Context: an optimization exercise on an open-source flow, tuned for small area, a short achievable clock period and few clock cycles per item. The choices shown serve that exercise and are no tape-out recipe. The RTL was checked by simulation tests, not by an equivalence proof against the original design.

==> run a: inputs <==
==> flow/design.v <==
`default_nettype none
package battleship_pkg;
    localparam int BOARD_SIZE  = 10;
    localparam int COORD_W     = 4;
    localparam int NUM_SHIPS   = 5;
    localparam int SHIP_IDX_W  = 3;
    localparam int SHIP_LEN_W  = 3;
    localparam int FLEET_CELLS = 17;
    localparam int HITS_W      = 5;
    localparam logic [NUM_SHIPS*SHIP_LEN_W-1:0] SHIP_LENGTHS =
        {3'd2, 3'd3, 3'd3, 3'd4, 3'd5};
    typedef enum logic [1:0] {
        CELL_EMPTY = 2'b00,
        CELL_MISS  = 2'b01,
        CELL_HIT   = 2'b10,
        CELL_SHIP  = 2'b11
    } cell_t;
    typedef enum logic [3:0] {
        RES_PLACED,
        RES_OFF_BOARD,
        RES_OVERLAP,
        RES_WRONG_PLAYER,
        RES_MISS,
        RES_HIT,
        RES_REPEAT,
        RES_WIN,
        RES_GAME_OVER
    } result_t;
endpackage
`default_nettype wire
`timescale 1ns/100ps
`default_nettype none
module battleship (
    input  logic                                clk,
    input  logic                                reset,
    input  logic                                cmd_valid,
    output logic                                cmd_ready,
    input  logic                                player,
    input  logic                                direction,
    input  logic [battleship_pkg::COORD_W-1:0]  row,
    input  logic [battleship_pkg::COORD_W-1:0]  col,
    output logic                                result_valid,
    output battleship_pkg::result_t             result,
    output logic                                game_over,
    output logic                                winner
);
    localparam int N = battleship_pkg::BOARD_SIZE;
    function automatic logic [3:0] span_of(input int i);
        case (i)
            0: span_of = 4'd4;
            1: span_of = 4'd3;
            2: span_of = 4'd2;
            3: span_of = 4'd2;
            default: span_of = 4'd1;
        endcase
    endfunction
    function automatic logic ge4(input logic [3:0] x, input logic [3:0] t);
        logic [3:0] g, p;
        g = x & ~t;
        p = x | ~t;
        ge4 = g[3] | (p[3] & g[2]) | (p[3] & p[2] & g[1]) | (p[3] & p[2] & p[1] & p[0]);
    endfunction
    logic           place_phase;     
    logic           expected;        
    logic           act;             
    logic           game_over_q, winner_q, rv_q;
    logic           hit_p, hit_pb;   
    logic           f_go, f_wp, f_pl, f_off, f_a, f_b, f_last;
    logic [4:0]     idx;             
    logic [4:1]     sg;              
    logic [4:0]     valid;           
    logic [4:0]     hits0, hits1;    
    logic [N-1:0]   shot0 [0:N-1];   
    logic [N-1:0]   shot1 [0:N-1];
    logic [3:0]     sr0 [0:4];       
    logic [3:0]     sc0 [0:4];
    logic           sd0 [0:4];
    logic [3:0]     sr1 [0:4];
    logic [3:0]     sc1 [0:4];
    logic           sd1 [0:4];
    logic [3:0] lim;             
    logic       last;            
    logic [3:0] r0 [0:4];
    logic [3:0] c0 [0:4];
    logic [3:0] r1 [0:4];
    logic [3:0] c1 [0:4];
    logic [2:0] span;            
    always_comb
    begin
        lim = sg[4] ? 4'd5 : sg[3] ? 4'd6 : sg[2] ? 4'd7 : 4'd8;
        span = sg[4] ? 3'd4 : sg[3] ? 3'd3 : sg[2] ? 3'd2 : sg[1] ? 3'd1 : 3'd0;
        last = act ? ((hits1 == 5'd16) | ((hits1 == 5'd15) & hit_p & hit_pb))
                   : ((hits0 == 5'd16) | ((hits0 == 5'd15) & hit_p & ~hit_pb));
        for (int i = 0; i < 5; i++)
        begin
            logic d;
            r0[i] = act ? sr1[i] : sr0[i];
            c0[i] = act ? sc1[i] : sc0[i];
            d     = act ? sd1[i] : sd0[i];
            r1[i] = r0[i] + (d ? 4'd0 : span_of(i));
            c1[i] = c0[i] + (d ? span_of(i) : 4'd0);
        end
    end
    logic [N-1:0] rsel, csel;
    logic         in_rng, fits;
    always_comb
        for (int i = 0; i < N; i++)
        begin
            rsel[i] = (row == 4'(i));
            csel[i] = (col == 4'(i));
        end
    assign in_rng = (row < 4'd10) && (col < 4'd10);
    assign fits   = in_rng && ge4(lim, direction ? col : row);
    logic [3:0] re, ce;
    assign re = row + (direction ? 4'd0 : 4'(span));
    assign ce = col + (direction ? 4'(span) : 4'd0);
    logic probe, overlap, is_ship;
    always_comb
    begin
        probe = 1'b0;
        for (int i = 0; i < 5; i++)
            if (valid[i] && ge4(r1[i], row) && ge4(re, r0[i]) && ge4(c1[i], col) && ge4(ce, c0[i]))
                probe = 1'b1;
    end
    assign overlap = probe;
    assign is_ship = probe;
    logic         is_shot;
    logic [N-1:0] rv0, rv1;
    always_comb
    begin
        for (int i = 0; i < N; i++)
        begin
            rv0[i] = |(shot0[i] & csel);
            rv1[i] = |(shot1[i] & csel);
        end
        is_shot = act ? |(rv1 & rsel) : |(rv0 & rsel);
    end
    logic [3:0] res;
    logic       do_place, do_shot, do_hit, do_miss, do_win, shoot_ok;
    assign shoot_ok = ~place_phase & (player == expected);
    always_comb
    begin
        do_place = ~game_over_q & (player == expected) & place_phase & fits & ~overlap;
        do_shot  = ~game_over_q & (player == expected) & ~place_phase & in_rng;
        do_miss  = do_shot & ~is_shot & ~is_ship;
        do_hit   = do_shot & ~is_shot & is_ship;
        do_win   = do_hit & last;
    end
    logic accept;
    assign accept = cmd_valid;   
    always_ff @(posedge clk)
    begin
        if (reset)
        begin
            place_phase <= 1'b1;
            expected    <= 1'b0;
            act         <= 1'b0;
            game_over_q <= 1'b0;
            rv_q        <= 1'b0;
            idx         <= 5'b00001;
            sg          <= 4'b1111;
            valid       <= 5'b00000;
            hits0       <= 5'd0;
            hits1       <= 5'd0;
            hit_p       <= 1'b0;
        end
        else
        begin
            rv_q  <= accept;
            hit_p <= accept & do_hit;
            if (hit_p)
            begin
                if (hit_pb)
                    hits1 <= hits1 + 5'd1;
                else
                    hits0 <= hits0 + 5'd1;
            end
            if (accept)
            begin
                if (do_place)
                begin
                    if (idx[4])
                    begin
                        expected <= ~expected;
                        act <= 1'b1;
                        if (expected)
                        begin
                            place_phase <= 1'b0;
                            idx         <= 5'b00000;
                            sg          <= 4'b0000;
                            valid       <= 5'b11111;
                        end
                        else
                        begin
                            idx   <= 5'b00001;
                            sg    <= 4'b1111;
                            valid <= 5'b00000;
                        end
                    end
                    else
                    begin
                        idx   <= {idx[3:0], 1'b0};
                        valid <= {valid[3:0], 1'b1};
                        sg[4] <= 1'b0;
                        sg[3] <= idx[0];
                        sg[2] <= idx[0] | idx[1] | idx[2];
                    end
                end
                if (do_miss)
                begin
                    expected <= ~expected;
                    act      <= ~act;
                end
                if (do_win)
                    game_over_q <= 1'b1;
            end
        end
    end
    always_ff @(posedge clk)
    begin
        hit_pb <= act;
        if (!game_over_q)
            winner_q <= expected;
        f_go   <= game_over_q;
        f_wp   <= player != expected;
        f_pl   <= place_phase;
        f_off  <= place_phase ? ~fits : ~in_rng;
        f_a    <= place_phase ? overlap : is_shot;
        f_b    <= is_ship;
        f_last <= last;
    end
    always_comb
        if (f_go)
            res = battleship_pkg::RES_GAME_OVER;
        else if (f_wp)
            res = battleship_pkg::RES_WRONG_PLAYER;
        else if (f_off)
            res = battleship_pkg::RES_OFF_BOARD;
        else if (f_pl)
            res = f_a ? battleship_pkg::RES_OVERLAP : battleship_pkg::RES_PLACED;
        else if (f_a)
            res = battleship_pkg::RES_REPEAT;
        else if (!f_b)
            res = battleship_pkg::RES_MISS;
        else
            res = f_last ? battleship_pkg::RES_WIN : battleship_pkg::RES_HIT;
    always_ff @(posedge clk)
    begin
        for (int i = 0; i < N; i++)
            for (int j = 0; j < N; j++)
            begin
                if (reset)
                begin
                    shot0[i][j] <= 1'b0;
                    shot1[i][j] <= 1'b0;
                end
                else if (accept && shoot_ok && rsel[i] && csel[j])
                begin
                    if (act)
                        shot1[i][j] <= 1'b1;
                    else
                        shot0[i][j] <= 1'b1;
                end
            end
    end
    always_ff @(posedge clk)
    begin
        for (int i = 0; i < 5; i++)
            if (idx[i])
            begin
                if (expected)
                begin
                    sr1[i] <= row;
                    sc1[i] <= col;
                    sd1[i] <= direction;
                end
                else
                begin
                    sr0[i] <= row;
                    sc0[i] <= col;
                    sd0[i] <= direction;
                end
            end
    end
    assign cmd_ready    = 1'b1;
    assign result_valid = rv_q;
    assign result       = battleship_pkg::result_t'(res);
    assign game_over    = game_over_q;
    assign winner       = winner_q & game_over_q;
endmodule
`default_nettype wire
==> flow/run.sh <==
#!/bin/bash
# synth_recipe.tcl (not shown) runs the flow's synth.tcl, then flattens the netlist and writes it again
# the make line also repeats each setting of config.mk as NAME=value (left out here)
make -C /OpenROAD-flow-scripts/flow DESIGN_CONFIG=/design/flow/config.mk WORK_HOME=/design/flow/orfs CLKGATE_MAP_FILE= SYNTH_SCRIPT=/design/flow/synth_recipe.tcl finish
==> flow/config.mk <==
export PLATFORM = sky130hd
export DESIGN_NAME = battleship
export DESIGN_NICKNAME = battleship
export VERILOG_FILES = /design/flow/design.v
export SDC_FILE = /design/flow/constraint.sdc
export NUM_CORES = 4
export LEC_CHECK = 0
export CAP_MARGIN = 20
export CORE_MARGIN = 2
export CORE_UTILIZATION = 60
export SETUP_SLACK_MARGIN = 3.0
export SLEW_MARGIN = 20
==> flow/constraint.sdc <==
create_clock -name core_clock -period 6.0 [get_ports {clk}]
set_input_delay 1.2000 -clock core_clock [delete_from_list [all_inputs] [get_ports {clk}]]
set_output_delay 1.2000 -clock core_clock [all_outputs]
set_load 0.01 [all_outputs]
==> run b (differences from run a) <==
--- a/flow/design.v
+++ b/flow/design.v
@@ -56,2 +56,8 @@
     endfunction
+    function automatic logic [3:0] addk(input logic [3:0] a, input logic [3:0] k);
+        addk = 4'd0;
+        for (int v = 0; v < 16; v++)
+            if (a == 4'(v))
+                addk = 4'(v) + k;
+    endfunction
     function automatic logic ge4(input logic [3:0] x, input logic [3:0] t);
@@ -69,4 +75,2 @@
     logic [4:0]     idx;             
-    logic [4:1]     sg;              
-    logic [4:0]     valid;           
     logic [4:0]     hits0, hits1;    
@@ -86,17 +90,21 @@
     logic [3:0] c1 [0:4];
-    logic [2:0] span;            
-    always_comb
-    begin
-        lim = sg[4] ? 4'd5 : sg[3] ? 4'd6 : sg[2] ? 4'd7 : 4'd8;
-        span = sg[4] ? 3'd4 : sg[3] ? 3'd3 : sg[2] ? 3'd2 : sg[1] ? 3'd1 : 3'd0;
-        last = act ? ((hits1 == 5'd16) | ((hits1 == 5'd15) & hit_p & hit_pb))
-                   : ((hits0 == 5'd16) | ((hits0 == 5'd15) & hit_p & ~hit_pb));
-        for (int i = 0; i < 5; i++)
-        begin
-            logic d;
+    logic [4:0] valid;
+    always_comb
+    begin
+        lim = idx[0] ? 4'd5 : idx[1] ? 4'd6 : (idx[2] | idx[3]) ? 4'd7 : 4'd8;
+        for (int i = 0; i < 5; i++)
+            valid[i] = ~place_phase | ((idx >> (i + 1)) != 5'd0);
+        last = act ? ((hits1 == 5'b11000) | ((hits1 == 5'b11100) & hit_p & hit_pb))
+                   : ((hits0 == 5'b11000) | ((hits0 == 5'b11100) & hit_p & ~hit_pb));
+        for (int i = 0; i < 5; i++)
+        begin
+            logic [3:0] er0, ec0, er1, ec1;
+            er0   = sd0[i] ? sr0[i] : addk(sr0[i], span_of(i));
+            ec0   = sd0[i] ? addk(sc0[i], span_of(i)) : sc0[i];
+            er1   = sd1[i] ? sr1[i] : addk(sr1[i], span_of(i));
+            ec1   = sd1[i] ? addk(sc1[i], span_of(i)) : sc1[i];
             r0[i] = act ? sr1[i] : sr0[i];
             c0[i] = act ? sc1[i] : sc0[i];
-            d     = act ? sd1[i] : sd0[i];
-            r1[i] = r0[i] + (d ? 4'd0 : span_of(i));
-            c1[i] = c0[i] + (d ? span_of(i) : 4'd0);
+            r1[i] = act ? er1 : er0;
+            c1[i] = act ? ec1 : ec0;
         end
@@ -113,5 +121,14 @@
     assign fits   = in_rng && ge4(lim, direction ? col : row);
-    logic [3:0] re, ce;
-    assign re = row + (direction ? 4'd0 : 4'(span));
-    assign ce = col + (direction ? 4'(span) : 4'd0);
+    logic [3:0] re, ce, rx, cx;
+    always_comb
+    begin
+        rx = ({4{idx[0]}} & addk(row, 4)) | ({4{idx[1]}} & addk(row, 3)) |
+             ({4{idx[2] | idx[3]}} & addk(row, 2)) | ({4{idx[4]}} & addk(row, 1)) |
+             ({4{~|idx}} & row);
+        cx = ({4{idx[0]}} & addk(col, 4)) | ({4{idx[1]}} & addk(col, 3)) |
+             ({4{idx[2] | idx[3]}} & addk(col, 2)) | ({4{idx[4]}} & addk(col, 1)) |
+             ({4{~|idx}} & col);
+        re = direction ? row : rx;
+        ce = direction ? cx : col;
+    end
     logic probe, overlap, is_ship;
@@ -148,2 +165,3 @@
     end
+    assign expected = act ^ ~place_phase;
     logic accept;
@@ -155,3 +173,2 @@
             place_phase <= 1'b1;
-            expected    <= 1'b0;
             act         <= 1'b0;
@@ -160,6 +177,4 @@
             idx         <= 5'b00001;
-            sg          <= 4'b1111;
-            valid       <= 5'b00000;
-            hits0       <= 5'd0;
-            hits1       <= 5'd0;
+            hits0       <= 5'b00001;
+            hits1       <= 5'b00001;
             hit_p       <= 1'b0;
@@ -173,5 +188,5 @@
                 if (hit_pb)
-                    hits1 <= hits1 + 5'd1;
+                    hits1 <= {hits1[3:0], hits1[4] ^ hits1[2]};
                 else
-                    hits0 <= hits0 + 5'd1;
+                    hits0 <= {hits0[3:0], hits0[4] ^ hits0[2]};
             end
@@ -183,3 +198,2 @@
                     begin
-                        expected <= ~expected;
                         act <= 1'b1;
@@ -189,4 +203,2 @@
                             idx         <= 5'b00000;
-                            sg          <= 4'b0000;
-                            valid       <= 5'b11111;
                         end
@@ -195,4 +207,2 @@
                             idx   <= 5'b00001;
-                            sg    <= 4'b1111;
-                            valid <= 5'b00000;
                         end
@@ -202,6 +212,2 @@
                         idx   <= {idx[3:0], 1'b0};
-                        valid <= {valid[3:0], 1'b1};
-                        sg[4] <= 1'b0;
-                        sg[3] <= idx[0];
-                        sg[2] <= idx[0] | idx[1] | idx[2];
                     end
@@ -210,3 +216,2 @@
                 begin
-                    expected <= ~expected;
                     act      <= ~act;
Settings changed: ABC_AREA set to 1, CORE_UTILIZATION 60 to 40, SETUP_SLACK_MARGIN 3.0 to 3.5.
==> notes.md <==
Run b completed with no timing, DRC or antenna violations. Run a finished with timing, DRC and antenna clean.
Of run a and run b, run b has the higher via count (gap about 15%, measured against run b).
In run b the register-to-register slack is higher than in run a, by 1.1 ns.
Against run a, the worst hold slack of run b is worse by 0.030 ns.
In run b the cell area is higher than in run a, by about 8%.
Testbench counts of run a, summed over its fixed seeds: cycles 2,309, commands 2,269.
Testbench counts of run b, summed over its fixed seeds: cycles 2,309, commands 2,269.

## re-timing with driven ports
The results above use ideal ports. As a check the final layouts listed here were re-extracted and re-timed, cells and wires unchanged.
Step 1 (the two cells are an assumption about what drives the block):
set clk [get_ports {clk}]
set_driving_cell -lib_cell sky130_fd_sc_hd__clkbuf_16 $clk
set_driving_cell -lib_cell sky130_fd_sc_hd__buf_2 [delete_from_list [all_inputs] $clk]
Step 2 times the ports against the registers' clock, not the clock port: input delays grow and output delays shrink by t, the midpoint of the rising clock arrivals with the driver on.
Slacks: ideal ports / drivers / drivers and shift; pairs: ideal ports / drivers.
| run | shift t [ns] | setup slack, ns | worst setup path at the end | clock arrival spread, ns | slew at the worst register clock pin (ns) |
|---|---|---|---|---|---|
| run a | 0.569 | 2.136 / 2.136 / 1.572 | input to register | 0.020 / 0.020 | 0.06 / 0.06 |
| run b | 0.585 | 3.090 / 3.083 / 2.498 | input to register | 0.038 / 0.038 | 0.07 / 0.07 |
After both steps every run listed still meets setup and hold. For run b, which loses most, drivers alone change the setup slack by -0.007 ns; drivers and shift together by -0.592 ns.
